This is an optimization exercise on Yosys and OpenROAD, whose aim is small area, not a production implementation.
No run shown here included a check of the RTL's function; only the layout flow was run.
Power is estimated from default activity; no workload was simulated.

==> flow/design.v <==
package gpio_32_pkg;
  localparam int NUM_GPIO = 32;
  localparam int DB_CNT_W = 16;
  localparam logic [7:0] ADDR_GPIO_DIR     = 8'h00;
  localparam logic [7:0] ADDR_GPIO_OUT     = 8'h04;
  localparam logic [7:0] ADDR_GPIO_IN      = 8'h08;
  localparam logic [7:0] ADDR_INT_MASK     = 8'h0C;
  localparam logic [7:0] ADDR_INT_STATUS   = 8'h10;
  localparam logic [7:0] ADDR_INT_TYPE     = 8'h14;
  localparam logic [7:0] ADDR_INT_POLARITY = 8'h18;
  localparam logic [7:0] ADDR_DEBOUNCE_CFG = 8'h1C;
  function automatic logic addr_in_range(input logic [2:0] addr_hi);
    addr_in_range = (addr_hi == 3'b000);
  endfunction
endpackage
module gpio_g_nand (input logic a, b, output logic y);
  assign y = ~(a & b);
endmodule
module gpio_g_and (input logic a, b, output logic y);
  assign y = a & b;
endmodule
module gpio_g_nor3 (input logic a, b, c, output logic y);
  assign y = ~(a | b | c);
endmodule
module gpio_g_nor (input logic a, b, output logic y);
  assign y = ~(a | b);
endmodule
module gpio_g_xor_clr (input logic a, b, c, output logic y);
  assign y = ~(~(a ^ b) | c);
endmodule
module gpio_g_xnor (input logic a, b, output logic y);
  assign y = ~(a ^ b);
endmodule
module gpio_g_nand3 (input logic a, b, c, output logic y);
  assign y = ~(a & b & c);
endmodule
module gpio_g_a22oi (input logic a, b, c, d, output logic y);
  assign y = ~((a & b) | (c & d));
endmodule
module gpio_g_a222oi (input logic a, b, c, d, e, f, output logic y);
  assign y = ~((a & b) | (c & d) | (e & f));
endmodule
module gpio_g_xor (input logic a, b, output logic y);
  assign y = a ^ b;
endmodule
module gpio_g_or (input logic a, b, output logic y);
  assign y = a | b;
endmodule
module gpio_g_xnor_clr (input logic a, b, c, output logic y);
  assign y = ~((a ^ b) | c);
endmodule
module gpio_g_orn (input logic a, b, output logic y);
  assign y = ~a | b;
endmodule
module gpio_g_maj (input logic a, b, c, output logic y);
  assign y = (a & b) | (c & (a | b));
endmodule
module gpio_debounce
(
  input  logic                PCLK,
  input  logic                PRESETn,
  input  logic                sync_en,
  input  logic                pin_raw,
  input  logic [gpio_32_pkg::DB_CNT_W-1:0] db_ntm,
  output logic                pin_stb,
  output logic                pin_nchg
);
  localparam int W = gpio_32_pkg::DB_CNT_W;
  logic          meta_r;
  logic          sync_r;
  logic          stb_r;
  logic [W-1:0]  cnt_r;
  logic [W-1:0]  cnt_d;
  logic [W:0]    ge_s;     
  logic [W-1:0]  cy_s;     
  logic          hit_s;
  logic          clr_s;
  logic          nflip_s;
  logic          nchg_r;
  gpio_g_or u_ge0 (.a(cnt_r[0]), .b(db_ntm[0]), .y(ge_s[1]));
  for (genvar i = 1; i < W; i++) begin : g_cmp
    gpio_g_maj u_maj (.a(cnt_r[i]), .b(ge_s[i]), .c(db_ntm[i]), .y(ge_s[i+1]));
  end
  assign hit_s = ge_s[W];
  gpio_g_nor u_b0 (.a(cnt_r[0]), .b(clr_s), .y(cnt_d[0]));
  assign cy_s[1] = cnt_r[0];
  for (genvar i = 1; i < W - 1; i++) begin : g_inc
    logic nor_s;
    gpio_g_and  u_c (.a(cnt_r[i]), .b(cy_s[i]), .y(cy_s[i+1]));
    gpio_g_nor  u_o (.a(cnt_r[i]), .b(cy_s[i]), .y(nor_s));
    gpio_g_nor3 u_d (.a(nor_s), .b(cy_s[i+1]), .c(clr_s), .y(cnt_d[i]));
  end
  gpio_g_xor_clr u_bw (.a(cnt_r[W-1]), .b(cy_s[W-1]), .c(clr_s), .y(cnt_d[W-1]));
  logic nsync_s;
  logic ndiff_s;
  logic stb_d;
  gpio_g_nand u_ns   (.a(sync_r), .b(sync_en), .y(nsync_s));
  gpio_g_xor  u_nd   (.a(nsync_s), .b(stb_r), .y(ndiff_s));
  gpio_g_or   u_clr  (.a(ndiff_s), .b(hit_s), .y(clr_s));
  gpio_g_orn  u_nflp (.a(hit_s), .b(ndiff_s), .y(nflip_s));
  gpio_g_xnor_clr u_stb (.a(stb_r), .b(nflip_s), .c(PRESETn), .y(stb_d));
  always_ff @(posedge PCLK) begin
    meta_r <= pin_raw;
    sync_r <= meta_r;
    stb_r  <= stb_d;
    nchg_r <= nflip_s;
    cnt_r  <= cnt_d;
  end
  assign pin_stb = stb_r;
  assign pin_nchg = nchg_r;
endmodule
module gpio_stat_bit
(
  input  logic st,
  input  logic in_lvl,
  input  logic in_nchg,
  input  logic pol,
  input  logic typ,
  input  logic wdat,
  input  logic wclr,
  input  logic rst,
  output logic st_d
);
  logic keep;
  logic lvl;
  logic edg;
  logic nst_d;
  gpio_g_nand  u_keep (.a(wdat), .b(wclr), .y(keep));
  gpio_g_xnor  u_lvl  (.a(in_lvl), .b(pol), .y(lvl));
  gpio_g_nand  u_edg  (.a(typ), .b(in_nchg), .y(edg));
  gpio_g_a22oi u_or   (.a(st), .b(keep), .c(lvl), .d(edg), .y(nst_d));
  gpio_g_nor   u_rst  (.a(nst_d), .b(rst), .y(st_d));
endmodule
module gpio_rd8
(
  input  logic [7:0] sel,
  input  logic [7:0] dat,
  output logic       y
);
  logic [2:0] part;
  gpio_g_a222oi u_p0 (.a(sel[0]), .b(dat[0]), .c(sel[1]), .d(dat[1]), .e(sel[2]), .f(dat[2]),
                      .y(part[0]));
  gpio_g_a222oi u_p1 (.a(sel[3]), .b(dat[3]), .c(sel[4]), .d(dat[4]), .e(sel[5]), .f(dat[5]),
                      .y(part[1]));
  gpio_g_a22oi  u_p2 (.a(sel[6]), .b(dat[6]), .c(sel[7]), .d(dat[7]), .y(part[2]));
  gpio_g_nand3  u_y  (.a(part[0]), .b(part[1]), .c(part[2]), .y(y));
endmodule
module gpio_rd7
(
  input  logic [6:0] sel,
  input  logic [6:0] dat,
  output logic       y
);
  assign y = |(sel & dat);
endmodule
module gpio_32_top
(
  input  logic                PCLK,
  input  logic                PRESETn,
  input  logic                PSEL,
  input  logic                PENABLE,
  input  logic                PWRITE,
  input  logic [7:0]          PADDR,
  input  logic [31:0]         PWDATA,
  output logic [31:0]         PRDATA,
  output logic                PREADY,
  output logic                PSLVERR,
  input  logic [gpio_32_pkg::NUM_GPIO-1:0] gpio_in_raw,
  output logic [gpio_32_pkg::NUM_GPIO-1:0] gpio_out,
  output logic [gpio_32_pkg::NUM_GPIO-1:0] gpio_oe,
  output logic                gpio_irq
);
  logic [31:0]         dir_r;
  logic [31:0]         out_r;
  logic [31:0]         mask_r;
  logic [31:0]         status_r;
  logic [31:0]         status_d;
  logic [31:0]         type_r;
  logic [31:0]         pol_r;
  logic [gpio_32_pkg::DB_CNT_W-1:0] db_cfg_r;
  logic [gpio_32_pkg::DB_CNT_W-1:0] db_ntm_s;
  logic                rst_d1_r;
  logic                rst_d2_r;
  logic                sync_en_s;
  logic [31:0]         stb_s;
  logic [31:0]         nchg_s;
  logic [31:0]         wdata_s;
  logic [2:0]          idx_s;
  logic                in_range_s;
  logic                wr_en_s;
  logic                rd_en_s;
  logic [7:0]          sel_s;
  logic [7:0]          ld_s;
  logic [7:0]          rd_sel_s;
  assign idx_s      = PADDR[4:2];
  assign in_range_s = (PADDR[7:5] == 3'b000);
  assign wr_en_s    = PENABLE & PWRITE & in_range_s;
  assign rd_en_s    = PSEL & ~PWRITE & in_range_s;
  always_comb begin
    sel_s = 8'h00;
    sel_s[idx_s] = 1'b1;
  end
  assign ld_s     = {8{PRESETn}} | ({8{wr_en_s}} & sel_s);
  assign wdata_s  = PWDATA & {32{~PRESETn}};
  assign rd_sel_s = {8{rd_en_s}} & sel_s;
  always_ff @(posedge PCLK) begin
    rst_d1_r <= PRESETn;
    rst_d2_r <= rst_d1_r;
  end
  assign sync_en_s = ~(rst_d1_r | rst_d2_r);
  assign db_ntm_s = ~(db_cfg_r - {15'd0, (db_cfg_r != 16'd0)});
  for (genvar g = 0; g < gpio_32_pkg::NUM_GPIO; g++) begin : g_pin
    gpio_debounce u_db (
      .PCLK      (PCLK),
      .PRESETn   (PRESETn),
      .sync_en   (sync_en_s),
      .pin_raw   (gpio_in_raw[g]),
      .db_ntm    (db_ntm_s),
      .pin_stb   (stb_s[g]),
      .pin_nchg  (nchg_s[g])
    );
    gpio_stat_bit u_st (
      .st     (status_r[g]),
      .in_lvl (stb_s[g]),
      .in_nchg (nchg_s[g]),
      .pol    (pol_r[g]),
      .typ    (type_r[g]),
      .wdat   (PWDATA[g]),
      .wclr   (wr_en_s & sel_s[4]),
      .rst    (PRESETn),
      .st_d   (status_d[g])
    );
    if (g < gpio_32_pkg::DB_CNT_W) begin : g_rd8
      gpio_rd8 u_rd (
        .sel (rd_sel_s),
        .dat ({db_cfg_r[g % gpio_32_pkg::DB_CNT_W], pol_r[g], type_r[g], status_r[g],
               mask_r[g], stb_s[g], out_r[g], dir_r[g]}),
        .y   (PRDATA[g])
      );
    end else begin : g_rd7
      gpio_rd7 u_rd (
        .sel (rd_sel_s[6:0]),
        .dat ({pol_r[g], type_r[g], status_r[g], mask_r[g], stb_s[g], out_r[g], dir_r[g]}),
        .y   (PRDATA[g])
      );
    end
  end
  always_ff @(posedge PCLK) begin
    if (ld_s[0]) dir_r    <= wdata_s;
    if (ld_s[1]) out_r    <= wdata_s;
    if (ld_s[3]) mask_r   <= wdata_s;
    if (ld_s[5]) type_r   <= wdata_s;
    if (ld_s[6]) pol_r    <= wdata_s;
    if (ld_s[7]) db_cfg_r <= wdata_s[15:0];
    status_r <= status_d;
  end
  assign PREADY   = 1'b1;
  assign PSLVERR  = PSEL & PENABLE & ~in_range_s;
  assign gpio_out = out_r;
  assign gpio_oe  = dir_r;
  assign gpio_irq = |(status_r & mask_r);
endmodule
==> flow/flow/run.sh <==
#!/bin/bash
# Layout flow: the standard synthesis unchanged, then the standard
# ORFS layout with these changes:
#   - ports are buffered with the smallest buffer (buf_1) instead of the
#     default choice;
#   - clock tree synthesis inserts no dummy loads (clkload cells);
#   - after floorplan, combinational cells that synthesis upsized are set back
#     to their smallest drive strength (flip-flops are left as they are);
#     the later repair steps upsize again wherever slew, load or timing need it.
# Each step's full output goes to its own log file in this folder.
set -euo pipefail
here=$(pwd)
bash standard.sh synth > "$here/flow_synth.log" 2>&1
bash standard.sh \
  "BUFFER_PORTS_ARGS=-buffer_cell sky130_fd_sc_hd__buf_1" \
  "POST_FLOORPLAN_TCL=$here/flow/downsize.tcl" \
  "CTS_ARGS=-sink_clustering_enable -repair_clock_nets -sink_clustering_size 30 -sink_clustering_max_diameter 60 -dont_use_dummy_load" \
  finish > "$here/flow_layout.log" 2>&1
==> flow/flow/downsize.tcl <==
# Set every combinational standard cell to the smallest drive strength of its
# family (same function and pins). Flip-flops keep the cell synthesis gave them.
set db [ord::get_db]
set block [[$db getChip] getBlock]
set n_swapped 0
set area_before 0.0
set area_after 0.0
foreach inst [$block getInsts] {
  set master [$inst getMaster]
  set name [$master getName]
  if {![regexp {^(sky130_fd_sc_hd__[a-z0-9]+)_([0-9]+)$} $name -> base size]} { continue }
  if {[regexp {df|dl|sdf|edf|tap|fill|decap|conb|clkbuf|clkinv|clkdly|dlygate|diode} $base]} { continue }
  set best ""
  set best_area 0
  foreach sz {0 1 2} {
    if {$sz >= $size} { break }
    set cand [$db findMaster "${base}_${sz}"]
    if {$cand eq "NULL" || $cand eq ""} { continue }
    set a [expr {[$cand getWidth] * [$cand getHeight]}]
    set cur [expr {[$master getWidth] * [$master getHeight]}]
    if {$a < $cur && ($best eq "" || $a <= $best_area)} {
      set best $cand
      set best_area $a
    }
  }
  if {$best ne ""} {
    set area_before [expr {$area_before + [$master getWidth] * [$master getHeight] / 1e6}]
    set area_after [expr {$area_after + $best_area / 1e6}]
    $inst swapMaster $best
    incr n_swapped
  }
}
puts "downsize: swapped $n_swapped instances, area $area_before -> $area_after um2"
==> flow/standard.sh <==
#!/bin/bash
# synth_recipe.tcl (not shown) runs the flow's synth.tcl, then flattens the netlist and writes it again
# the make line also repeats each setting of config.mk as NAME=value (left out here)
make -C /OpenROAD-flow-scripts/flow DESIGN_CONFIG=/design/flow/config.mk WORK_HOME=/design/flow/orfs CLKGATE_MAP_FILE= SYNTH_SCRIPT=/design/flow/synth_recipe.tcl "${@:-finish}"
==> flow/config.mk <==
export PLATFORM = sky130hd
export DESIGN_NAME = gpio_32_top
export DESIGN_NICKNAME = gpio_32_top
export VERILOG_FILES = /design/flow/design.v
export SDC_FILE = /design/flow/constraint.sdc
export NUM_CORES = 4
export LEC_CHECK = 0
export CAP_MARGIN = 10
export CORE_MARGIN = 2
export CORE_UTILIZATION = 70
export CTS_CLUSTER_DIAMETER = 60
export CTS_CLUSTER_SIZE = 30
export SLEW_MARGIN = 10
export SYNTH_HIERARCHICAL = 1
export SYNTH_MINIMUM_KEEP_SIZE = 0
==> flow/constraint.sdc <==
create_clock -name core_clock -period 10.0 [get_ports {PCLK}]
set_input_delay 2.0000 -clock core_clock [delete_from_list [all_inputs] [get_ports {PCLK}]]
set_output_delay 2.0000 -clock core_clock [all_outputs]
set_load 0.01 [all_outputs]
==> summary.md, run 1 <==
| Metric | Value |
|---|---|
| Outcome | `timing/DRC/antenna clean` |
| Nets | `3764` |
| Post-Syn Area per Cell | `11.15 um2` |
| Starting Density | `70.83%` |
| Minimum clock period | `approximately 9 ns` |
| Final WL | `91.30 mm` |
| WL/cell | `20.86 um` |
| DR vias | `26.14k` |
| Sink Count | `850` |
| Post-Synthesis Cells | `about 3.4k` |
| Pre-CTS WS | `1.194 ns` |
| Clk buf depth | `3` |
| Top cell by count, worst path | `maj3_1` |
| Antenna fix cells | `0` |
| Die Y | `237.6 um` |
| PD cells | `156.9 nW/um2` |
| Number of post-CTS setup repair buffers | `0` |
| Layout fillers | `4039` |
| First drt pass iteration count | `9` |
| Core box area | `53920 um2` |
| First-pass GRT wire length | `138.6 mm` |
| Ys async rst share | `0%` |
| RSZ-0062 raised after global routing | `false` |
| LEAKAGE | `0.01282 uW` |
| Vias in the first global route | `25.12k` |
| Worst path cell trace | `nor4_1, nand4_1, or2_1, ha_2, ha_2, buf_4, maj3_1, maj3_1, maj3_1, maj3_1, maj3_1, maj3_1, maj3_1, maj3_1, maj3_1, maj3_1, maj3_1, maj3_1, maj3_1, maj3_1, maj3_1, or2_1, nor3_1` |
| Drt via density | `between 5 and 6` |
| Peak VDD IR | `between 0.0001 and 0.00015 V` |
| Drt first-iter violations | `between 1.5k and 2k` |
| Initial antenna violation count | `3` |
| CP required | `approximately 11 ns` |
| RD Place Congestion | `0.8539` |
| Setup Viol. Count Final | `0` |
| Largest net degree at the start of global routing | `66` |
| DIE WIDTH | `237.6 um` |
| Root buf cell | `clkbuf_16` |
| Final Cycle Share | `88.63%` |
| GRT overflow | `0` |
| Commonest non-fill, non-tap cell in the layout | `dfxtp_1` |
| Slew Limit Headroom | `25.06%` |
| Area of the multi-input gates | `16570 um2` |
| Cell variety after synth | `40` |
| Clock skew | `0.08086 ns` |
| Sequential fraction of the synthesis area | `approximately half` |
| I/O pins | `176` |
| Worst Tran Pin Value | `1.119 ns` |
| Total CTS buffers | `49` |
| Ys Warns | `8` |
| EDFF count, synth | `176` |
| Drt drc | `0` |
| Worst hold slack | `roughly 0.32 ns` |
| Clk pin slew, worst setup/hold paths | `about 0.10 ns` |
| Nature of the critical path endpoint | `flop` |
| Post-cts sizing count | `0` |
| WS Path Type | `flop to flop` |
| All-Layer GR Usage | `31.82%` |
| Rows | `85` |
| Max Cap Viol | `0` |
| Area growth syn-to-layout | `0.5471%` |
| CP Buf/Inv Count | `1` |
| Crit path max fanout | `23` |
| Fin cells | `~4.4k` |
| Crit path max-delay family | `adder cells` |
| Die area | `56440 um2` |
| Post-Synthesis Cell Area | `38190 um2` |
| Hold Fails Final Rpt | `0` |
| Achievable Freq | `between 0.1 and 0.15 GHz` |
| DRT antenna net count | `0` |
| Crit start category | `flop` |
| Worst setup margin | `1.137 ns` |
| CP max stage cell | `ha_2` |
| CTS H-tree depth | `2` |
| CP max stage delay | `0.60 ns` |
| Hold_buf cts | `0` |
| Max-slew violations | `0` |
| CTS tree | `done` |
| Final HPWL DP | `60.16 mm` |
| Seq cells post-synth | `850` |
| Post-Route Setup TNS | `0 ns` |
| IO buf count | `~170` |
| HP Class | `flop to flop` |
| Share of layout cells above drive strength 1 | `3.234%` |
| WP data arrival | `9.38 ns` |
| Reg area | `approximately 19000 um2` |
| Most frequent cells in the layout | `dfxtp_1, nor2_1, maj3_1, nor3_1, and2_1` |
| Clk latency of the worst-skew pair | `0.64 ns` |
| Cells after DPL | `4327` |
| Post-synth net total | `3508` |
| Top_reg_cell synth | `dfxtp_1` |
==> synthesized netlist by cell type (2+ instances only) <==
cell type  count  share of area (%)
nand4b_1       2              0.046
xnor2_1       68                1.6
xor2_1        74                1.7
a22oi_1       48               0.94
nor4_1         2              0.033
and2b_1        8               0.16
dfxtp_1      674                 35
nand4_1        8               0.13
inv_1          5              0.049
edfxtp_1     176                 14
o21bai_1       3              0.059
and2_1       449                7.4
nand2b_1      33               0.54
maj3_2       480                 14
nor3_2       449                 12
clkbuf_1       4              0.039
nor2b_1       26               0.43
a22oi_2       48                1.6
nor3_1         4              0.052
a222oi_1      48                1.3
or2_1         65                1.1
nand2_1      101               0.99
nand3b_1       2              0.039
a21o_1         3              0.059
ha_1           5               0.16
nor3b_1        3              0.059
nand3_1       36               0.47
nor2_1       590                5.8
==> modules after synthesis (local to each module, per instance), a selection <==
module | times used | area [um2] | cells | flip-flops and latches
gpio_32_top | 1 | 6960 | 354 | 210
gpio_g_a222oi | 32 | 10.01 | 1 | 0
gpio_g_and | 448 | 6.256 | 1 | 0
gpio_g_maj | 480 | 11.26 | 1 | 0
gpio_g_nand | 96 | 3.754 | 1 | 0
gpio_g_nand3 | 16 | 5.005 | 1 | 0
gpio_g_nor | 512 | 3.754 | 1 | 0
gpio_g_nor3 | 448 | 10.01 | 1 | 0
gpio_g_orn | 32 | 6.256 | 1 | 0
gpio_g_xnor | 32 | 8.758 | 1 | 0
gpio_g_xnor_clr | 32 | 12.51 | 2 | 0
gpio_g_xor | 32 | 8.758 | 1 | 0
gpio_g_xor_clr | 32 | 12.51 | 2 | 0
gpio_rd7 | 16 | 30.03 | 4 | 0
==> cell families (layout without fill, tap and decap cells) <==
group	after synthesis	in the layout	synth area share, %
other	1	1	0.009819
AOI/OAI and AO/OA	152	152	3.931
buffers and inverters	10	264	0.1081
and+or+nand+nor	1785	1785	29.18
xor gates and xnor gates	142	142	3.257
muxes	1	1	0.02621
DFF	850	850	49.17
adders and majority gates	485	485	14.32
==> power by group <==
part | internal (uW) | switching, uW | total [uW]
clock network | 869 | 1050 | 1920
registers | 3600 | 76.7 | 3670
logic | 126 | 304 | 430
total | 4590 | 1430 | 6020
==> worst paths after layout <==
| check | from | endpoint | slack [ns] | cells after the start |
|---|---|---|---|---|
| setup / recovery | db_cfg_r[13] | g_pin[23].u_db.cnt_r[5] | 1.14 | 23 |
| hold reg to reg | g_pin[24].u_db.meta_r | g_pin[24].u_db.sync_r | 0.32 | 0 |
| hold / removal | g_pin[24].u_db.meta_r | g_pin[24].u_db.sync_r | 0.32 | 0 |
| setup reg to reg | db_cfg_r[13] | g_pin[23].u_db.cnt_r[5] | 1.14 | 23 |
==> cell type report <==
type	instances	share of cell area [%]
Sequential cell	850	48.90
Timing Repair Buffer	210	2.434
Tap cell	696	2.268
Multi-Input combinational cell	2566	43.15
Clock buffer	49	3.193
Inverter	5	0.04888
==> flip-flops by register name (all words and copies together) (netlist names) <==
signal and flops:
g_pin.u_db.sync_r 32, pol_r 32, g_pin.u_db.nchg_r 32, out_r 32, g_pin.u_db.meta_r 32, mask_r 32, dir_r 32, status_r 32
type_r 32, g_pin.u_db.stb_r 32, db_cfg_r 16, g_pin.u_db.cnt_r 512, rst_d1_r 1, rst_d2_r 1
==> per-stage QoR <==
| step | util [%] | area, um2 | power (uW) |
|---|---|---|---|
| global route | 71.21 | 38400 | 6207 |
| floorplan | - | 38190 | 3996 |
| detailed placement | 68.94 | 37170 | 4172 |
| global placement | 68.94 | 37170 | 4159 |
| finish | 71.21 | 38400 | 6024 |
| CTS | 71.21 | 38400 | 6057 |
==> per-layer routing <==
metal / global-route usage (%) / wire [um]
met1: 40.73 / 37930
met2: 54.03 / 43250
met3: 6.062 / 6912
met4: 11.02 / 3072
met5: 1.212 / 129
==> run 2, diff against run 1 <==
--- a/flow/config.mk
+++ b/flow/config.mk
@@ -10,6 +10,7 @@
 export CORE_UTILIZATION = 70
 export CTS_CLUSTER_DIAMETER = 60
 export CTS_CLUSTER_SIZE = 30
+export GPL_TIMING_DRIVEN = 0
 export SLEW_MARGIN = 10
 export SYNTH_HIERARCHICAL = 1
 export SYNTH_MINIMUM_KEEP_SIZE = 0
==> run 2 against run 1 <==
  * Non-clock buffer count grew 29
  * Final area rose by 2.3%
  * Via count is 1.0% higher
  * Hold slack better by 0.013 ns
  * Die area stayed put
  * First-iteration DRC count increased by 19%
  * Setup slack worse by 0.19 ns
  * Power is 1.3% higher
  * Critical endpoint is now g_pin[7].u_db.cnt_r[1]
  * Largest cell class unchanged
  * Still clean on timing, DRC and antenna
  * Largest power group unchanged
  * Clock power is essentially flat
  * Global-route usage increased by 0.24 points
==> summary.md, run 2 <==
| Metric | Value |
|---|---|
| Top_reg_cell synth | `dfxtp_1` |
| Crit path max-delay family | `adder cells` |
| Vias in the first global route | `25.87k (+3.0%)` |
| CP Buf/Inv Count | `1 (unchanged)` |
| PD cells | `155.3 nW/um2 (-0.98%)` |
| Largest net degree at the start of global routing | `31 (-53%)` |
| Clk latency of the worst-skew pair | `0.63 ns (about the same)` |
| IO buf count | `172 (unchanged)` |
| Drt via density | `5.996 (+0.36%)` |
| Crit path max fanout | `22 (-4.3%)` |
| Root buf cell | `clkbuf_16` |
| WS Path Type | `flop to flop` |
| Worst path cell trace | `nor3_1, nand4_1, or2_1, ha_2, buf_12, or2_1, maj3_1, maj3_1, maj3_1, maj3_1, maj3_1, maj3_1, maj3_1, maj3_1, maj3_1, maj3_1, maj3_1, maj3_1, maj3_1, maj3_1, maj3_1, or2_1, nor3_1` |
| CP max stage cell | `nor3_1` |
| CTS H-tree depth | `2 (unchanged)` |
| Post-Synthesis Cell Area | `38190 um2 (unchanged)` |
| Die Y | `237.6 um (unchanged)` |
| All-Layer GR Usage | `32.07% (+0.24 points)` |
| Peak VDD IR | `0.0001415 V (+12%)` |
| Final Cycle Share | `90.51% (+1.9 points)` |
| Hold Fails Final Rpt | `0 (unchanged)` |
| WL/cell | `20.79 um (-0.34%)` |
| Top cell type by total area after synthesis | `dfxtp_1` |
| Area growth syn-to-layout | `2.854%` |
| Crit start category | `flop` |
| Reg2reg setup slack | `0.95 ns (-0.19 ns)` |
| Nature of the critical path endpoint | `flop` |
| Post-synth top area share | `35.33% (unchanged)` |
| Hold_buf cts | `0 (unchanged)` |
| CP max stage delay | `0.87 ns (+0.27 ns)` |
| Commonest non-fill, non-tap cell in the layout | `dfxtp_1` |
| First-pass GRT wire length | `140.0 mm (+1.0%)` |
| Max-slew violations | `0 (unchanged)` |
| Worst hold path startpoint | `g_pin[26].u_db.meta_r` |
| I/O pins | `176 (unchanged)` |
| Post-Synthesis Cells | `3426 (unchanged)` |
| Worst-case reg-to-reg path depth | `23 (unchanged)` |
| Core box area | `53920 um2 (unchanged)` |
| Post-Syn Area per Cell | `11.15 um2 (unchanged)` |
| DIE WIDTH | `237.6 um (unchanged)` |
| CP required | `10.50 ns (about the same)` |
| Clock skew | `0.05202 ns (-0.02884 ns)` |
| Worst Tran Pin Value | `1.404 ns (+0.2852 ns)` |
| Number of post-CTS setup repair buffers | `0 (unchanged)` |
| CTS tree | `done` |
| Clk buf depth | `3 (unchanged)` |
| R2R Path End | `g_pin[7].u_db.cnt_r[1]` |
| WP data arrival | `9.55 ns (+0.17 ns)` |
| Minimum clock period | `9.051 ns (+0.1884 ns)` |
| RD Place Congestion | `0.8247 (-3.4%)` |
| Hold path cells | `0 (unchanged)` |
| Sink Count | `850 (unchanged)` |
| GRT overflow | `0 (unchanged)` |
| Outcome | `timing/DRC/antenna clean` |
| RSZ-0062 raised after global routing | `false` |
| Synth cell count leaders | `dfxtp_1, nor2_1, maj3_2, and2_1, nor3_2` |
| Share of layout cells above drive strength 1 | `3.882% (+0.65 points)` |
| Starting Density | `70.83% (unchanged)` |
| Sequential fraction of the synthesis area | `49.17% (unchanged)` |
| Cell variety after synth | `40 (unchanged)` |
| Slew Limit Headroom | `6.418% (-19 points)` |
| Post-synth net total | `3508 (unchanged)` |
| Setup Viol. Count Final | `0 (unchanged)` |
| Worst reg2reg startpoint | `db_cfg_r[6]` |
| Final WL | `91.61 mm (+0.34%)` |
| Top cells by area, synth | `dfxtp_1, maj3_2, edfxtp_1` |
| First drt pass iteration count | `9 (unchanged)` |
| Top-count cell post-synth | `dfxtp_1` |
| Final HPWL DP | `66.02 mm (+9.7%)` |
| Die area | `56440 um2 (unchanged)` |
| Most frequent cells in the layout | `dfxtp_1, nor2_1, maj3_1, nor3_1, and2_1` |
| Nets | `3793 (+0.77%)` |
| Top cell by count, worst path | `maj3_1` |
| Drt first-iter violations | `2311 (+19%)` |
| Final Util | `72.85% (+1.6 points)` |
| Ys async rst share | `0% (unchanged)` |
| DR vias | `26.42k (+1.0%)` |
| DRT antenna net count | `0 (unchanged)` |
| Biggest register | `g_pin.u_db.cnt_r` |
| Post-cts sizing count | `0 (unchanged)` |
| Clk pin slew, worst setup/hold paths | `0.11 ns (about the same)` |
| Max Cap Viol | `0 (unchanged)` |
| Ys Warns | `8 (unchanged)` |
| Layout fillers | `3897 (-3.5%)` |
| Initial antenna violation count | `6 (+3)` |
| Max reg flops | `512 (unchanged)` |
| LEAKAGE | `0.01319 uW (+2.9%)` |
| Seq cells post-synth | `850 (unchanged)` |
| CP startpoint | `db_cfg_r[6]` |
| Achievable Freq | `0.1105 GHz (-2.1%)` |
| Worst setup margin | `0.9489 ns (-0.1884 ns)` |
| EDFF count, synth | `176 (unchanged)` |
| Rows | `85 (unchanged)` |
| Total CTS buffers | `49 (unchanged)` |
| Drt drc | `0 (unchanged)` |
| HP Class | `flop to flop` |
| WHS Endpoint | `g_pin[26].u_db.sync_r` |
| Pre-CTS WS | `1.133 ns (-0.06161 ns)` |
-- run 2: cell counts after synthesis --
No cell type changed its count.
-- run 2: cells by family after synthesis --
group	after synthesis	share of synthesized area, %
and+or+nand+nor	1785	29.18
AOI/OAI and AO/OA	152	3.931
xor gates and xnor gates	142	3.257
muxes	1	0.02621
buffers and inverters	10	0.1081
adders and majority gates	485	14.32
other	1	0.009819
DFF	850	49.17
-- run 2: power breakdown --
group | switching (uW) | internal [uW] | total (uW) | leakage (uW)
clock network | 1070 | 869 | 1940 | 0.000604
logic | 315 | 174 | 489 | 0.00542
registers | 78.4 | 3600 | 3670 | 0.00716
total | 1460 | 4640 | 6100 | 0.0132
-- run 2: how the worst max path moves through the flow --
stage               depth (start not counted)  slack (ns)                       to
CTS                                        23        1.09  g_pin[24].u_db.cnt_r[9]
detailed placement                         23        1.13   g_pin[7].u_db.cnt_r[1]
global route                               23        0.54  g_pin[27].u_db.cnt_r[9]
finish                                     23        0.95   g_pin[7].u_db.cnt_r[1]
global placement                            8       -0.51                PRDATA[2]
floorplan                                  22        2.52  g_pin[0].u_db.cnt_r[10]
-- run 2: layout make-up --
cell class                 instances  area [um2]  share of cell area (%)
sequential                       850       18780                   47.81
timing repair buffer             234        1799                   4.581
clock buffer                      49        1226                   3.122
multi-input combinational       2566       16570                   42.17
tap                              696       870.8                   2.217
buffer                             5       18.77                 0.04778
inverter                           5       18.77                 0.04778
antenna                            1       2.502                0.006371
-- run 2: per-layer routing --
metal	wire, um	share of wire (%)	track usage (%)	up-vias
li1	-	-	-	12580
met4	3986	4.4	14.39	10
met1	36400	40	40.33	12620
met5	66	0.072	0	-
met2	42930	47	53.31	974
met3	8234	9.0	6.817	236
-- run 2: metrics by stage --
step / total power [uW] / instance area, um2 / hold slack [ns] / TNS, ns / instances
floorplan: 3996 / 38190 / 0.3096 / 0 / 3426
global placement: 4137 / 36570 / 0.3119 / -10.51 / 4294
detailed placement: 4234 / 38050 / 0.3144 / 0 / 4356
CTS: 6131 / 39270 / 0.3299 / 0 / 4405
global route: 6283 / 39280 / 0.3318 / 0 / 4405
finish: 6101 / 39280 / 0.3280 / 0 / 4406
-- run 2: per-module statistics from Yosys (local to each module, per instance), a selection --
module           times used  cells inside  cell area (um2)
gpio_debounce            32            20            400.4
gpio_rd7                 16             4            30.03
gpio_g_a22oi             48             1            12.51
gpio_g_xnor_clr          32             2            12.51
gpio_g_xor_clr           32             2            12.51
gpio_g_maj              480             1            11.26
gpio_g_xor               32             1            8.758
gpio_g_xnor              32             1            8.758
gpio_g_or                64             1            6.256
gpio_g_nand3             16             1            5.005
gpio_g_nand              96             1            3.754
-- run 2: worst register-to-register path: stages (launching register included) --
cell and delay (ns):
edfxtp_1 0.53, nor3_1 0.87, nand4_1 0.15, or2_1 0.26, ha_2 0.45, buf_12 0.26
or2_1 0.26, maj3_1 0.37, maj3_1 0.40, maj3_1 0.37, maj3_1 0.37, maj3_1 0.36
maj3_1 0.36, maj3_1 0.37, maj3_1 0.36, maj3_1 0.36, maj3_1 0.36, maj3_1 0.35
maj3_1 0.35, maj3_1 0.35, maj3_1 0.35, maj3_1 0.36, or2_1 0.45, nor3_1 0.24
==> run 3, diff against run 2 <==
--- a/flow/flow/run.sh
+++ b/flow/flow/run.sh
@@ -14,5 +14,5 @@
 bash standard.sh \
   "BUFFER_PORTS_ARGS=-buffer_cell sky130_fd_sc_hd__buf_1" \
   "POST_FLOORPLAN_TCL=$here/flow/downsize.tcl" \
-  "CTS_ARGS=-sink_clustering_enable -repair_clock_nets -sink_clustering_size 30 -sink_clustering_max_diameter 60 -dont_use_dummy_load" \
+  "CTS_ARGS=-sink_clustering_enable -repair_clock_nets -sink_clustering_size 36 -sink_clustering_max_diameter 50 -dont_use_dummy_load" \
   finish > "$here/flow_layout.log" 2>&1
--- a/flow/config.mk
+++ b/flow/config.mk
@@ -10,7 +10,6 @@
 export CORE_UTILIZATION = 70
 export CTS_CLUSTER_DIAMETER = 60
 export CTS_CLUSTER_SIZE = 30
-export GPL_TIMING_DRIVEN = 0
 export SLEW_MARGIN = 10
 export SYNTH_HIERARCHICAL = 1
 export SYNTH_MINIMUM_KEEP_SIZE = 0
==> run 3 against run 2 <==
  * Count of clock-buffer cells in the layout is 26 higher
  * Utilization is 0.42 points lower
  * First-iteration DRC count is 13% lower
  * Cell count hardly changed
  * Global-route usage is 0.085 points higher
  * Setup slack better by 0.20 ns
  * Still clean
  * Sequential share of layout area is 0.28 points higher
  * Area after synthesis stayed put
==> summary.md, run 3 <==
| Metric | Value |
|---|---|
| DRT met1 WL | `38.62 mm (+6.1%)` |
| Clk latency of the worst-skew pair | `0.63 ns (about the same)` |
| Pre-CTS WS | `1.194 ns (+0.06161 ns)` |
| DIE WIDTH | `237.6 um (unchanged)` |
| All-Layer GR Usage | `32.15% (+0.085 points)` |
| DR vias | `26.38k (-0.15%)` |
| Most frequent cells in the layout | `dfxtp_1, nor2_1, maj3_1, nor3_1, and2_1` |
| Final Cycle Share | `88.54% (-2.0 points)` |
| Post-Route Setup TNS | `0 ns (unchanged)` |
| CP required | `10.49 ns (about the same)` |
| Post-Synthesis Cell Area | `38190 um2 (unchanged)` |
| Cell area after layout | `39050 um2 (-0.58%)` |
| Core box area | `53920 um2 (unchanged)` |
| Crit path max fanout | `23 (+4.5%)` |
| CP Buf/Inv Count | `1 (unchanged)` |
| Drt via density | `5.991 (about the same)` |
| Metal3 WL | `6.864 mm (-17%)` |
| Hold Fails Final Rpt | `0 (unchanged)` |
| Crit path max-delay family | `adder cells` |
| WP data arrival | `9.35 ns (-0.20 ns)` |
| Post-cts sizing count | `0 (unchanged)` |
| CP max stage cell | `ha_2` |
| Post-synth net total | `3508 (unchanged)` |
| Slew Limit Headroom | `23.22% (+17 points)` |
| Clk buf depth | `3 (unchanged)` |
| HP Class | `flop to flop` |
| Final WL | `92.09 mm (+0.52%)` |
| Worst Tran Pin Value | `1.146 ns (-0.2576 ns)` |
| Achievable Freq | `0.1129 GHz (+2.2%)` |
| Drt first-iter violations | `2001 (-13%)` |
| Worst path cell trace | `nor4_1, nand4_1, or2_1, ha_2, ha_2, buf_4, maj3_1, maj3_1, maj3_1, maj3_1, maj3_1, maj3_1, maj3_1, maj3_1, maj3_1, maj3_1, maj3_1, maj3_1, maj3_1, maj3_1, maj3_1, or2_1, nor3_1` |
| Top cells by area, synth | `dfxtp_1, maj3_2, edfxtp_1` |
| Ys Warns | `8 (unchanged)` |
| Commonest non-fill, non-tap cell in the layout | `dfxtp_1` |
| Highest metal used | `met5` |
| Number of post-CTS setup repair buffers | `0 (unchanged)` |
| Die area | `56440 um2 (unchanged)` |
| Cell internal pwr | `5043 uW (+8.7%)` |
| Sw frac | `23.31% (-0.66 points)` |
| WL/cell | `20.92 um (+0.59%)` |
| Clock share of power | `37.6% (+5.8 points)` |
| Nets | `3790 (-0.079%)` |
| Post-synth top area share | `35.33% (unchanged)` |
| Outcome | `timing/DRC/antenna clean` |
| First-pass GRT wire length | `139.6 mm (-0.30%)` |
| Peak VDD IR | `0.0001433 V (+1.3%)` |
| Combinational group share of total power | `6.5% (-1.5 points)` |
| Area growth syn-to-layout | `2.257%` |
| I/O pins | `176 (unchanged)` |
| First drt pass iteration count | `6 (-3)` |
| IO buf count | `172 (unchanged)` |
| CTS H-tree depth | `3 (+1)` |
| Initial antenna violation count | `3 (-3)` |
| Top cell by count, worst path | `maj3_1` |
| Largest net degree at the start of global routing | `66 (+110%)` |
| Biggest register | `g_pin.u_db.cnt_r` |
| Synth cell count leaders | `dfxtp_1, nor2_1, maj3_2, and2_1, nor3_2` |
| Top-count cell post-synth | `dfxtp_1` |
| CP max stage delay | `0.60 ns (-0.27 ns)` |
| Final Util | `72.43% (-0.42 points)` |
| Worst setup margin | `1.146 ns (+0.1972 ns)` |
| Sequential fraction of the synthesis area | `49.17% (unchanged)` |
| CTS tree | `done` |
| Post-Syn Area per Cell | `11.15 um2 (unchanged)` |
| GRT overflow | `0 (unchanged)` |
| Root buf cell | `clkbuf_16` |
| EDFF count, synth | `176 (unchanged)` |
| Placed cell areas | `37170 um2 (-2.3%)` |
| WS Path Type | `flop to flop` |
| LEAKAGE | `0.01314 uW (-0.39%)` |
| Seq cells post-synth | `850 (unchanged)` |
| Sequential share of power | `55.9% (-4.3 points)` |
| Top cell type by total area after synthesis | `dfxtp_1` |
| RSZ-0062 raised after global routing | `false` |
| Rows | `85 (unchanged)` |
| PD cells | `168.4 nW/um2 (+8.4%)` |
| Pwr Total | `6576 uW (+7.8%)` |
| Top_reg_cell synth | `dfxtp_1` |
| Share of layout cells above drive strength 1 | `3.913% (+0.030 points)` |
| Drt drc | `0 (unchanged)` |
| Starting Density | `70.83% (unchanged)` |
| Nature of the critical path endpoint | `flop` |
| Ys async rst share | `0% (unchanged)` |
| Max-slew violations | `0 (unchanged)` |
| Setup Viol. Count Final | `0 (unchanged)` |
| Clk pin slew, worst setup/hold paths | `0.07 ns (-0.04 ns)` |
| Max Cap Viol | `0 (unchanged)` |
| Die Y | `237.6 um (unchanged)` |
| Sink Count | `850 (unchanged)` |
| Hold_buf cts | `0 (unchanged)` |
| Final HPWL DP | `60.16 mm (-8.9%)` |
| Total CTS buffers | `75 (+53%)` |
| Post-Synthesis Cells | `3426 (unchanged)` |
| Crit start category | `flop` |
| Vias in the first global route | `25.32k (-2.1%)` |
| Cell variety after synth | `40 (unchanged)` |
| Minimum clock period | `8.854 ns (-0.1972 ns)` |
| DRT antenna net count | `0 (unchanged)` |
| Psw | `1533 uW (+4.8%)` |
| Max reg flops | `512 (unchanged)` |
| Met2 WL | `43.32 mm (+0.92%)` |
| Clock skew | `0.05274 ns (+0.0007183 ns)` |
| RD Place Congestion | `0.8539 (+3.5%)` |
run 3: path summary, 6_finish.rpt:
path | cells past startpoint | end | from | slack, ns
worst max-delay path | 23 | g_pin[19].u_db.cnt_r[11] | db_cfg_r[13] | 1.15
worst min-delay path | 0 | g_pin[24].u_db.sync_r | g_pin[24].u_db.meta_r | 0.32
worst max register to register | 23 | g_pin[19].u_db.cnt_r[11] | db_cfg_r[13] | 1.15
worst min register to register | 0 | g_pin[24].u_db.sync_r | g_pin[24].u_db.meta_r | 0.32
run 3: routing by layer:
metal  up-vias  GRT usage (%)
met5         -              0
met4         4          10.86
met3       203          6.933
met2       828          54.16
met1     12770          41.19
li1      12580              -
run 3: logic make-up after synthesis:
family | Yosys count | synth area share (%)
AOI/OAI and AO/OA | 152 | 3.931
xor gates and xnor gates | 142 | 3.257
DFF | 850 | 49.17
other | 1 | 0.009819
adders and majority gates | 485 | 14.32
buffers and inverters | 10 | 0.1081
and+or+nand+nor | 1785 | 29.18
muxes | 1 | 0.02621
run 3: per-module statistics from Yosys, one instance, submodules excluded, excerpt:
module           flip-flops and latches  area [um2]  times used  cells inside
gpio_g_and                            0       6.256         448             1
gpio_g_xor_clr                        0       12.51          32             2
gpio_32_top                         210        6960           1           354
gpio_g_a222oi                         0       10.01          32             1
gpio_g_nand3                          0       5.005          16             1
gpio_g_nand                           0       3.754          96             1
gpio_debounce                        20       400.4          32            20
gpio_rd7                              0       30.03          16             4
gpio_g_xor                            0       8.758          32             1
gpio_g_xnor_clr                       0       12.51          32             2
gpio_g_xnor                           0       8.758          32             1
gpio_g_maj                            0       11.26         480             1
gpio_g_a22oi                          0       12.51          48             1
run 3: area by class of cell:
type	count	area (um2)
inverters	5	18.77
well taps	696	870.8
fillers	3955	14870
clock buffers	75	1877
flip-flops and latches	850	18780
diodes	1	2.502
repair buffers	210	934.6
multi-input cells	2566	16570
run 3: metrics by stage:
stage / instances / hold slack, ns
5_1_grt: 4402 / 0.3082
3_3_place_gp: 4327 / 0.3110
4_1_cts: 4402 / 0.3171
6_report: 4403 / 0.3168
3_5_place_dp: 4327 / 0.3121
2_1_floorplan: 3426 / 0.3096
run 3: power by group through the flow:
stage / Clock, uW / Sequential (uW) / Combinational (uW)
global placement: 0 / 3740 / 415
finish: 2470 / 3680 / 430
detailed placement: 0 / 3750 / 423
floorplan: 0 / 3730 / 266
CTS: 2510 / 3670 / 425
global route: 2640 / 3680 / 450
==> run 4, diff against run 3 <==
--- a/flow/flow/run.sh
+++ b/flow/flow/run.sh
@@ -14,5 +14,5 @@
 bash standard.sh \
   "BUFFER_PORTS_ARGS=-buffer_cell sky130_fd_sc_hd__buf_1" \
   "POST_FLOORPLAN_TCL=$here/flow/downsize.tcl" \
-  "CTS_ARGS=-sink_clustering_enable -repair_clock_nets -sink_clustering_size 36 -sink_clustering_max_diameter 50 -dont_use_dummy_load" \
+  "CTS_ARGS=-sink_clustering_enable -repair_clock_nets -sink_clustering_size 40 -sink_clustering_max_diameter 60 -dont_use_dummy_load" \
   finish > "$here/flow_layout.log" 2>&1
==> run 4 against run 3 <==
  * Utilization decreased by 1.2 points
  * Die area unchanged
  * Register-to-register slack got worse by 0.03 ns
  * Via count decreased by 1.0%
  * Flip-flop and latch count unchanged
  * Global-route usage decreased by 0.30 points
  * Synthesized cell count unchanged
  * Critical endpoint is now g_pin[23].u_db.cnt_r[5]
  * Power decreased by 8.4%
  * First-iteration DRC count increased by 0.55%
  * Clock power decreased by 22%
  * Sequential share of layout area increased by 0.82 points
  * Largest cell class unchanged
  * Largest power group unchanged
  * Fmax decreased by 0.35%
==> summary.md, run 4 <==
| Metric | Value |
|---|---|
| Outcome | `timing/DRC/antenna clean` |
| Ys Warns | `8 (unchanged)` |
| Final WL | `91.32 mm (-0.84%)` |
| EDFF count, synth | `176 (unchanged)` |
| Most frequent cells in the layout | `dfxtp_1, nor2_1, maj3_1, nor3_1, and2_1` |
| DRT antenna net count | `0 (unchanged)` |
| Seq cells post-synth | `850 (unchanged)` |
| DR vias | `26.10k (-1.0%)` |
| Drt drc | `0 (unchanged)` |
| Vias in the first global route | `25.10k (-0.86%)` |
| Final Util | `71.21% (-1.2 points)` |
| CP startpoint | `db_cfg_r[13]` |
| Largest net degree at the start of global routing | `66 (unchanged)` |
| Antenna fix cells | `0 (-1)` |
| Rows | `85 (unchanged)` |
| Clk pin slew, worst setup/hold paths | `0.10 ns (+0.03 ns)` |
| IO buf count | `172 (unchanged)` |
| Total CTS buffers | `49 (-35%)` |
| HP Class | `flop to flop` |
| Final Cycle Share | `88.85% (+0.31 points)` |
| Root buf cell | `clkbuf_16` |
| Worst Tran Pin Value | `1.130 ns (-0.01635 ns)` |
| Minimum clock period | `8.885 ns (+0.03138 ns)` |
| RSZ-0062 raised after global routing | `false` |
| Achievable Freq | `0.1125 GHz (-0.35%)` |
| DIE WIDTH | `237.6 um (unchanged)` |
| I/O pins | `176 (unchanged)` |
| Area growth syn-to-layout | `0.5471%` |
| Max-slew violations | `0 (unchanged)` |
| Post-Synthesis Cell Area | `38190 um2 (unchanged)` |
| Pwr Total | `6022 uW (-8.4%)` |
| Top_reg_cell synth | `dfxtp_1` |
| Ys async rst share | `0% (unchanged)` |
| Clk latency of the worst-skew pair | `0.66 ns (+0.03 ns)` |
| WL/cell | `20.87 um (-0.23%)` |
| Sink Count | `850 (unchanged)` |
| Nets | `3764 (-0.69%)` |
| Crit path max fanout | `23 (unchanged)` |
| Top cell type by total area after synthesis | `dfxtp_1` |
| Commonest non-fill, non-tap cell in the layout | `dfxtp_1` |
| Number of post-CTS setup repair buffers | `0 (unchanged)` |
| Final HPWL DP | `60.16 mm (unchanged)` |
| Clk buf depth | `3 (unchanged)` |
| Initial antenna violation count | `3 (unchanged)` |
| WS Path Type | `flop to flop` |
| Hold path cells | `0 (unchanged)` |
| Biggest register | `g_pin.u_db.cnt_r` |
| Hold_buf cts | `0 (unchanged)` |
| CP required | `10.51 ns (+0.02 ns)` |
| WP data arrival | `9.40 ns (+0.05 ns)` |
| Worst setup margin | `1.115 ns (-0.03138 ns)` |
| Post-synth net total | `3508 (unchanged)` |
| Top cells by area, synth | `dfxtp_1, maj3_2, edfxtp_1` |
| Share of layout cells above drive strength 1 | `3.234% (-0.68 points)` |
| Die Y | `237.6 um (unchanged)` |
| Post-cts sizing count | `0 (unchanged)` |
| Synth cell count leaders | `dfxtp_1, nor2_1, maj3_2, and2_1, nor3_2` |
| Worst hold path startpoint | `g_pin[21].u_db.meta_r` |
| Post-synth top area share | `35.33% (unchanged)` |
| Peak VDD IR | `0.0001267 V (-12%)` |
| Clock skew | `0.1011 ns (+0.04836 ns)` |
| Hold Fails Final Rpt | `0 (unchanged)` |
| Die area | `56440 um2 (unchanged)` |
| Drt via density | `5.965 (-0.44%)` |
| Starting Density | `70.83% (unchanged)` |
| Worst hold slack | `0.3109 ns (-0.005889 ns)` |
| GRT overflow | `0 (unchanged)` |
| RD Place Congestion | `0.8539 (unchanged)` |
| Sequential fraction of the synthesis area | `49.17% (unchanged)` |
| Cell variety after synth | `40 (unchanged)` |
| Reg2reg setup slack | `1.11 ns (-0.03 ns)` |
| First-pass GRT wire length | `138.8 mm (-0.60%)` |
| Core box area | `53920 um2 (unchanged)` |
| Post-Syn Area per Cell | `11.15 um2 (unchanged)` |
| Nature of the critical path endpoint | `flop` |
| Worst reg2reg startpoint | `db_cfg_r[13]` |
| Top-count cell post-synth | `dfxtp_1` |
| Pre-CTS WS | `1.194 ns (unchanged)` |
| Crit start category | `flop` |
| Slew Limit Headroom | `24.31% (+1.1 points)` |
| WHS Endpoint | `g_pin[21].u_db.sync_r` |
| PD cells | `156.8 nW/um2 (-6.9%)` |
| LEAKAGE | `0.01282 uW (-2.4%)` |
| CTS tree | `done` |
| First drt pass iteration count | `6 (unchanged)` |
| Max Cap Viol | `0 (unchanged)` |
| All-Layer GR Usage | `31.85% (-0.30 points)` |
| Post-Synthesis Cells | `3426 (unchanged)` |
| Max reg flops | `512 (unchanged)` |
| CTS H-tree depth | `2 (-1)` |
| Setup Viol. Count Final | `0 (unchanged)` |
| Drt first-iter violations | `2012 (+0.55%)` |
| Post-Route Setup TNS | `0 ns (unchanged)` |
| Worst-case reg-to-reg path depth | `23 (unchanged)` |
| R2R Path End | `g_pin[23].u_db.cnt_r[5]` |
[run 4: cell count changes in the layout (fill, tap and decap cells not counted), sizes merged]
cell,change
clkbuf,-26
diode,-1
[run 4: power breakdown]
group	internal, uW	leakage, uW	switching (uW)	total [uW]
registers	3600	0.00716	76.2	3670
logic	126	0.00505	305	430
clock network	869	0.000604	1050	1920
[run 4: cell type report]
| type | count | area, um2 |
|---|---|---|
| clock buffer | 49 | 1226 |
| tap | 696 | 870.8 |
| sequential | 850 | 18780 |
| inverter | 5 | 18.77 |
| multi-input combinational | 2566 | 16570 |
| fill | 4047 | 15520 |
| timing repair buffer | 210 | 934.6 |
[run 4: how the worst max path moves through the flow]
stage	endpoint	depth (start not counted)
floorplan	g_pin[0].u_db.cnt_r[10]	22
global placement	g_pin[15].u_db.cnt_r[4]	23
detailed placement	g_pin[19].u_db.cnt_r[11]	23
CTS	g_pin[23].u_db.cnt_r[5]	23
global route	g_pin[23].u_db.cnt_r[3]	23
finish	g_pin[23].u_db.cnt_r[5]	23
[run 4: through the flow]
step           instances  cell area (um2)
2_1_floorplan       3426            38190
4_1_cts             4376            38400
6_report            4376            38400
3_3_place_gp        4327            37170
5_1_grt             4376            38400
3_5_place_dp        4327            37170
[run 4: critical path: stages, from the launching register on]
cell and delay, ns:
edfxtp_1 0.57, nor4_1 0.52, nand4_1 0.16, or2_1 0.24, ha_2 0.19, ha_2 0.59, buf_4 0.39, maj3_1 0.38
maj3_1 0.36, maj3_1 0.35, maj3_1 0.36, maj3_1 0.35, maj3_1 0.35, maj3_1 0.35, maj3_1 0.36, maj3_1 0.35
maj3_1 0.35, maj3_1 0.35, maj3_1 0.35, maj3_1 0.37, maj3_1 0.37, maj3_1 0.40, or2_1 0.46, nor3_1 0.25
[run 4: cell families after synthesis]
kind of cell               share of synthesized area (%)
AOI/OAI and AO/OA                                  3.931
xor gates and xnor gates                           3.257
muxes                                            0.02621
adders and majority gates                          14.32
DFF                                                49.17
buffers and inverters                             0.1081
and+or+nand+nor                                    29.18
other                                           0.009819
[run 4: per-layer routing]
| metal | global-route usage [%] | wire length, um | up-vias | share of wire, % |
|---|---|---|---|---|
| met5 | 1.212 | 135 | - | 0.15 |
| met4 | 10.54 | 2855 | 8 | 3.1 |
| met3 | 5.748 | 6799 | 182 | 7.4 |
| met2 | 54.22 | 43480 | 814 | 48 |
| met1 | 41.04 | 38050 | 12590 | 42 |
| li1 | - | - | 12510 | - |
[run 4: per-module statistics from Yosys (local to each module, per instance), a selection]
module / times used / cell area, um2 / cells inside
gpio_g_or: 64 / 6.256 / 1
gpio_g_xor_clr: 32 / 12.51 / 2
gpio_g_xnor_clr: 32 / 12.51 / 2
gpio_g_xnor: 32 / 8.758 / 1
gpio_g_a22oi: 48 / 12.51 / 1
gpio_g_xor: 32 / 8.758 / 1
gpio_g_a222oi: 32 / 10.01 / 1
gpio_rd7: 16 / 30.03 / 4
gpio_g_orn: 32 / 6.256 / 1
gpio_g_maj: 480 / 11.26 / 1
gpio_g_nand: 96 / 3.754 / 1
gpio_g_and: 448 / 6.256 / 1
gpio_g_nor: 512 / 3.754 / 1
==> run 5, diff against run 4 <==
--- a/flow/flow/run.sh
+++ b/flow/flow/run.sh
@@ -14,5 +14,5 @@
 bash standard.sh \
   "BUFFER_PORTS_ARGS=-buffer_cell sky130_fd_sc_hd__buf_1" \
   "POST_FLOORPLAN_TCL=$here/flow/downsize.tcl" \
-  "CTS_ARGS=-sink_clustering_enable -repair_clock_nets -sink_clustering_size 40 -sink_clustering_max_diameter 60 -dont_use_dummy_load" \
+  "CTS_ARGS=-sink_clustering_enable -repair_clock_nets -sink_clustering_size 30 -sink_clustering_max_diameter 75 -dont_use_dummy_load" \
   finish > "$here/flow_layout.log" 2>&1
==> run 5 against run 4 <==
  * Largest power group unchanged
  * Sequential power about the same
  * Via count down 0.30%
  * Cell count decreased by 0.21%
  * Clock power is 11% lower
  * Fmax grew 0.81%
  * Area after synthesis did not move
  * Setup slack improved by 0.071 ns
  * Final area is 0.70% lower
  * Non-clock buffer count unchanged
  * Hold slack improved by 0.021 ns
==> summary.md, run 5 <==
| Metric | Value |
|---|---|
| Worst-case reg-to-reg path depth | `23 (unchanged)` |
| Max reg flops | `512 (unchanged)` |
| Post-synth top area share | `35.33% (unchanged)` |
| Area of the multi-input gates | `16570 um2 (unchanged)` |
| Rows | `85 (unchanged)` |
| Cell internal pwr | `4407 uW (-4.0%)` |
| CP required | `10.52 ns (about the same)` |
| Reg2reg setup slack | `1.19 ns (+0.07 ns)` |
| Seq cells post-synth | `850 (unchanged)` |
| Post-cts sizing count | `0 (unchanged)` |
| Combinational group share of total power | `7.4% (+0.3 points)` |
| DR vias | `26.02k (-0.30%)` |
| Achievable Freq | `0.1135 GHz (+0.81%)` |
| Max-slew violations | `0 (unchanged)` |
| LEAKAGE | `0.01269 uW (-1.1%)` |
| Worst Tran Pin Value | `1.090 ns (-0.03931 ns)` |
| Die area | `56440 um2 (unchanged)` |
| Largest net degree at the start of global routing | `66 (unchanged)` |
| Starting Density | `70.83% (unchanged)` |
| RD Place Congestion | `0.8539 (unchanged)` |
| Sink Count | `850 (unchanged)` |
| Top-count cell post-synth | `dfxtp_1` |
| Post-Syn Area per Cell | `11.15 um2 (unchanged)` |
| Number of post-CTS setup repair buffers | `0 (unchanged)` |
| WL/cell | `20.76 um (-0.52%)` |
| Clk latency of the worst-skew pair | `0.61 ns (-0.05 ns)` |
| Clk pin slew, worst setup/hold paths | `0.11 ns (about the same)` |
| Die Y | `237.6 um (unchanged)` |
| Nature of the critical path endpoint | `flop` |
| Ys async rst share | `0% (unchanged)` |
| DIE WIDTH | `237.6 um (unchanged)` |
| Peak VDD IR | `0.0001367 V (+7.9%)` |
| Total CTS buffers | `38 (-22%)` |
| EDFF count, synth | `176 (unchanged)` |
| Ys Warns | `8 (unchanged)` |
| Commonest non-fill, non-tap cell in the layout | `dfxtp_1` |
| DRT antenna net count | `0 (unchanged)` |
| Top_reg_cell synth | `dfxtp_1` |
| Hold path cells | `0 (unchanged)` |
| Post-synth net total | `3508 (unchanged)` |
| Sequential share of power | `63.2% (+2.2 points)` |
| Post-Synthesis Cells | `3426 (unchanged)` |
| IO buf count | `172 (unchanged)` |
| Minimum clock period | `8.814 ns (-0.07118 ns)` |
| Clk buf depth | `3 (unchanged)` |
| Post-Synthesis Cell Area | `38190 um2 (unchanged)` |
| Core box area | `53920 um2 (unchanged)` |
| WHS Endpoint | `g_pin[16].u_db.sync_r` |
| Vias in the first global route | `24.86k (-0.94%)` |
| PD cells | `152.3 nW/um2 (-2.9%)` |
| All-Layer GR Usage | `31.58% (-0.27 points)` |
| Setup Viol. Count Final | `0 (unchanged)` |
| GRT overflow | `0 (unchanged)` |
| Final HPWL DP | `60.16 mm (unchanged)` |
| Final WL | `90.66 mm (-0.72%)` |
| Cell variety after synth | `40 (unchanged)` |
| Drt drc | `0 (unchanged)` |
| Layout fillers | `4074 (+0.67%)` |
| RSZ-0062 raised after global routing | `false` |
| I/O pins | `176 (unchanged)` |
| Crit start category | `flop` |
| Drt first-iter violations | `2013 (+0.050%)` |
| Clock share of power | `29.4% (-2.5 points)` |
| First-pass GRT wire length | `136.9 mm (-1.4%)` |
| First drt pass iteration count | `7 (+1)` |
| WS Path Type | `flop to flop` |
| Cell area after layout | `38130 um2 (-0.70%)` |
| Top cell type by total area after synthesis | `dfxtp_1` |
| Max Cap Viol | `0 (unchanged)` |
| Area growth syn-to-layout | `-0.1605%` |
| Sequential fraction of the synthesis area | `49.17% (unchanged)` |
| Reg area | `18780 um2 (unchanged)` |
| CTS tree | `done` |
| Post-Route Setup TNS | `0 ns (unchanged)` |
| CTS H-tree depth | `2 (unchanged)` |
| Root buf cell | `clkbuf_16` |
| Top cells by area, synth | `dfxtp_1, maj3_2, edfxtp_1` |
| Most frequent cells in the layout | `dfxtp_1, nor2_1, maj3_1, nor3_1, and2_1` |
| R2R Path End | `g_pin[31].u_db.cnt_r[4]` |
| Hold_buf cts | `0 (unchanged)` |
| Drt via density | `5.959 (about the same)` |
| Outcome | `timing/DRC/antenna clean` |
| Psw | `1399 uW (-2.3%)` |
| Synth cell count leaders | `dfxtp_1, nor2_1, maj3_2, and2_1, nor3_2` |
| Slew Limit Headroom | `26.95% (+2.6 points)` |
| Biggest register | `g_pin.u_db.cnt_r` |
| Clock skew | `0.06087 ns (-0.04023 ns)` |
| Worst hold path startpoint | `g_pin[16].u_db.meta_r` |
| HP Class | `flop to flop` |
| Placed cell areas | `37170 um2 (unchanged)` |
| Crit path max fanout | `23 (unchanged)` |
| Final Cycle Share | `88.14% (-0.71 points)` |
| Initial antenna violation count | `3 (unchanged)` |
| Hold Fails Final Rpt | `0 (unchanged)` |
| Sw frac | `24.10% (+0.31 points)` |
| Share of layout cells above drive strength 1 | `2.944% (-0.29 points)` |
| Worst reg2reg startpoint | `db_cfg_r[13]` |
| Nets | `3753 (-0.29%)` |
| WP data arrival | `9.33 ns (-0.07 ns)` |
[run 5: cell counts after synthesis]
No cell type changed its count.
[run 5: cell type report]
| class | count | share of cell area, % |
|---|---|---|
| antenna | 2 | 0.01313 |
| tap | 696 | 2.284 |
| timing repair buffer | 210 | 2.451 |
| inverter | 5 | 0.04922 |
| sequential | 850 | 49.25 |
| multi-input combinational | 2566 | 43.46 |
| clock buffer | 38 | 2.494 |
[run 5: worst max path at each step]
| stage | start | to |
|---|---|---|
| after floorplan | db_cfg_r[9] | g_pin[0].u_db.cnt_r[10] |
| after global placement | db_cfg_r[13] | g_pin[15].u_db.cnt_r[4] |
| after detailed placement | db_cfg_r[13] | g_pin[19].u_db.cnt_r[11] |
| after CTS | db_cfg_r[13] | g_pin[19].u_db.cnt_r[11] |
| after global routing | db_cfg_r[13] | g_pin[21].u_db.cnt_r[2] |
| final | db_cfg_r[13] | g_pin[31].u_db.cnt_r[4] |
[run 5: kinds of logic after synthesis]
group                      after synthesis  synth area share (%)
and+or+nand+nor                       1785                 29.18
DFF                                    850                 49.17
adders and majority gates              485                 14.32
AOI/OAI and AO/OA                      152                 3.931
xor gates and xnor gates               142                 3.257
buffers and inverters                   10                0.1081
other                                    1              0.009819
muxes                                    1               0.02621
[run 5: layer usage]
layer  track usage, %  vias up  share of wire [%]
li1                 -    12480                  -
met3            6.701      215                8.0
met4            12.22        4                3.9
met5                0        -              0.025
met2            52.97      835                 47
met1            40.11    12490                 41
[run 5: critical path, cell delays in order (launching register included)]
cell,delay (ns)
edfxtp_1,0.57
nor4_1,0.51
nand4_1,0.14
or2_1,0.23
ha_2,0.18
ha_2,0.59
buf_4,0.39
maj3_1,0.38
maj3_1,0.36
maj3_1,0.35
maj3_1,0.37
maj3_1,0.36
maj3_1,0.37
maj3_1,0.36
maj3_1,0.35
maj3_1,0.35
maj3_1,0.36
maj3_1,0.35
maj3_1,0.35
maj3_1,0.35
maj3_1,0.36
maj3_1,0.38
or2_1,0.45
nor3_1,0.24
[run 5: per-stage QoR]
step                std cells  hold WS, ns  utilization, %  total power (uW)  setup slack (ns)
floorplan                3426       0.3096               -              3996             2.522
global placement         4327       0.3110           68.94              4159             1.320
detailed placement       4327       0.3121           68.94              4172             1.194
CTS                      4365       0.3325           70.70              5834             1.180
global route             4365       0.3409           70.70              5982            0.8172
finish                   4367       0.3315           70.71              5806             1.186
[run 5: per-module statistics from Yosys, one instance, submodules excluded, excerpt]
module	area, um2	times used
gpio_debounce	400.4	32
gpio_g_xor	8.758	32
gpio_g_nand	3.754	96
gpio_g_xor_clr	12.51	32
gpio_g_maj	11.26	480
gpio_rd7	30.03	16
gpio_g_or	6.256	64
gpio_32_top	6960	1
gpio_g_xnor_clr	12.51	32
gpio_g_and	6.256	448
gpio_g_nor3	10.01	448
gpio_g_a222oi	10.01	32
gpio_g_nor	3.754	512
gpio_g_orn	6.256	32
gpio_g_a22oi	12.51	48
[run 5: power groups by stage]
stage	clock [uW]	combinational [uW]	sequential (uW)
6_report	1710	429	3670
5_1_grt	1850	451	3680
4_1_cts	1740	425	3670
3_5_place_dp	0	423	3750
3_3_place_gp	0	415	3740
2_1_floorplan	0	266	3730
==> run 6, diff against run 5 <==
--- a/flow/flow/run.sh
+++ b/flow/flow/run.sh
@@ -14,5 +14,5 @@
 bash standard.sh \
   "BUFFER_PORTS_ARGS=-buffer_cell sky130_fd_sc_hd__buf_1" \
   "POST_FLOORPLAN_TCL=$here/flow/downsize.tcl" \
-  "CTS_ARGS=-sink_clustering_enable -repair_clock_nets -sink_clustering_size 30 -sink_clustering_max_diameter 75 -dont_use_dummy_load" \
+  "CTS_ARGS=-sink_clustering_enable -repair_clock_nets -sink_clustering_size 30 -sink_clustering_max_diameter 90 -dont_use_dummy_load" \
   finish > "$here/flow_layout.log" 2>&1
==> run 6 against run 5 <==
  * Power shrank 0.97%
  * Sequential power barely moved
  * Clock power shrank 4%
  * Fmax is 0.11% higher
  * Clock skew is 0.017 ns lower
  * Critical path type unchanged
  * Largest cell class unchanged
  * Largest power group unchanged
==> summary.md, run 6 <==
| Metric | Value |
|---|---|
| DIE WIDTH | `237.6 um (unchanged)` |
| Placed cell areas | `37170 um2 (unchanged)` |
| Cell area after layout | `38050 um2 (-0.20%)` |
| Top cell by count, worst path | `maj3_1` |
| PD cells | `151.1 nW/um2 (-0.76%)` |
| Hold Fails Final Rpt | `0 (unchanged)` |
| Achievable Freq | `0.1136 GHz (+0.11%)` |
| Clk buf depth | `3 (unchanged)` |
| Top-count cell post-synth | `dfxtp_1` |
| DRT antenna net count | `0 (unchanged)` |
| Hold_buf cts | `0 (unchanged)` |
| Die area | `56440 um2 (unchanged)` |
| Die Y | `237.6 um (unchanged)` |
| HP Class | `flop to flop` |
| Post-Synthesis Cell Area | `38190 um2 (unchanged)` |
| CTS H-tree depth | `2 (unchanged)` |
| I/O pins | `176 (unchanged)` |
| Crit start category | `flop` |
| Commonest non-fill, non-tap cell in the layout | `dfxtp_1` |
| Post-Route Setup TNS | `0 ns (unchanged)` |
| Worst Tran Pin Value | `1.097 ns (+0.006500 ns)` |
| DR vias | `26.10k (+0.31%)` |
| Sink Count | `850 (unchanged)` |
| Cell variety after synth | `40 (unchanged)` |
| Biggest register | `g_pin.u_db.cnt_r` |
| Post-Syn Area per Cell | `11.15 um2 (unchanged)` |
| Top cell type by total area after synthesis | `dfxtp_1` |
| Setup Viol. Count Final | `0 (unchanged)` |
| Slew Limit Headroom | `26.51% (-0.44 points)` |
| WL/cell | `20.86 um (+0.48%)` |
| Drt via density | `5.983 (+0.40%)` |
| Combinational group share of total power | `7.5% (about the same)` |
| Initial antenna violation count | `3 (unchanged)` |
| WS Path Type | `flop to flop` |
| Ys Warns | `8 (unchanged)` |
| Final WL | `91.01 mm (+0.39%)` |
| Core box area | `53920 um2 (unchanged)` |
| Top cells by area, synth | `dfxtp_1, maj3_2, edfxtp_1` |
| CP required | `10.52 ns (about the same)` |
| CP Buf/Inv Count | `1 (unchanged)` |
| Outcome | `timing/DRC/antenna clean` |
| Post-synth top area share | `35.33% (unchanged)` |
| Max-slew violations | `0 (unchanged)` |
| CP max stage cell | `ha_2` |
| Minimum clock period | `8.804 ns (-0.009920 ns)` |
| EDFF count, synth | `176 (unchanged)` |
| Final Cycle Share | `88.04% (-0.099 points)` |
| Sequential share of power | `63.9% (+0.7 points)` |
| Rows | `85 (unchanged)` |
==> run 6: cell counts after synthesis <==
No cell type changed its count.
==> run 6: cells by family (layout without fill, tap and decap cells) <==
family	after synthesis	count (layout)	synth area share, %
fa+ha+maj	485	485	14.32
other cells	1	2	0.009819
buf+inv	10	250	0.1081
compound gates	152	152	3.931
flops	850	850	49.17
simple gates	1785	1785	29.18
mux	1	1	0.02621
xor+xnor	142	142	3.257
==> run 6: worst paths after layout <==
path	cells after the start	start	slack (ns)	endpoint
min reg2reg	0	g_pin[28].u_db.meta_r	0.34	g_pin[28].u_db.sync_r
max reg2reg	23	db_cfg_r[13]	1.20	g_pin[19].u_db.cnt_r[11]
max	23	db_cfg_r[13]	1.20	g_pin[19].u_db.cnt_r[11]
min	0	g_pin[28].u_db.meta_r	0.34	g_pin[28].u_db.sync_r
==> run 6: layer usage <==
metal,vias to the layer above,track usage [%],wire [um]
li1,12480,-,-
met1,12620,40.81,38010
met2,838,54.26,43350
met3,161,6.259,6997
met4,6,9.262,2622
met5,-,0,41
==> run 6: cell type report <==
cell class / count / area, um2
repair buffers: 210 / 934.6
multi-input cells: 2566 / 16570
clock buffers: 35 / 875.8
flip-flops and latches: 850 / 18780
well taps: 696 / 870.8
inverters: 5 / 18.77
diodes: 1 / 2.502
fillers: 4093 / 15870
==> run 6: power by group through the flow <==
stage	clock network (uW)	registers (uW)	logic, uW
final	1650	3670	430
after global routing	1790	3680	451
after CTS	1680	3670	425
after detailed placement	0	3750	423
after global placement	0	3740	415
after floorplan	0	3730	266
==> run 6: metrics by stage <==
| stage | hold slack (ns) | total power [uW] | setup slack (ns) | instances | util, % |
|---|---|---|---|---|---|
| after floorplan | 0.3096 | 3996 | 2.522 | 3426 | - |
| after global placement | 0.3110 | 4159 | 1.320 | 4327 | 68.94 |
| after detailed placement | 0.3121 | 4172 | 1.194 | 4327 | 68.94 |
| after CTS | 0.3358 | 5778 | 1.176 | 4362 | 70.57 |
| after global routing | 0.3420 | 5924 | 0.8210 | 4362 | 70.57 |
| final | 0.3366 | 5749 | 1.196 | 4363 | 70.57 |
==> run 6: per-module statistics from Yosys, one instance, submodules excluded, a selection <==
module / copies in the design / cells inside / flops+latches
gpio_g_maj: 480 / 1 / 0
gpio_g_xor_clr: 32 / 2 / 0
gpio_rd7: 16 / 4 / 0
gpio_g_or: 64 / 1 / 0
gpio_g_nand: 96 / 1 / 0
gpio_g_xnor: 32 / 1 / 0
gpio_g_a22oi: 48 / 1 / 0
gpio_g_a222oi: 32 / 1 / 0
gpio_g_and: 448 / 1 / 0
gpio_g_nor3: 448 / 1 / 0
gpio_g_orn: 32 / 1 / 0
gpio_debounce: 32 / 20 / 20
==> run 6: worst reg2reg max path, stage by stage, from the launching register on <==
cell and delay (ns):
edfxtp_1 0.57, nor4_1 0.50, nand4_1 0.14, or2_1 0.23, ha_2 0.18, ha_2 0.60, buf_4 0.40, maj3_1 0.39
maj3_1 0.36, maj3_1 0.36, maj3_1 0.35, maj3_1 0.36, maj3_1 0.35, maj3_1 0.35, maj3_1 0.35, maj3_1 0.35
maj3_1 0.35, maj3_1 0.35, maj3_1 0.35, maj3_1 0.36, maj3_1 0.35, maj3_1 0.39, or2_1 0.46, nor3_1 0.26

Check on run 6: ideal ports give 1.196 ns setup slack; a clkbuf_16 on the clock port and buf_2 on the inputs give 1.196 ns; moving port delays by the midpoint clock arrival (0.647 ns) as well gives 1.196 ns.
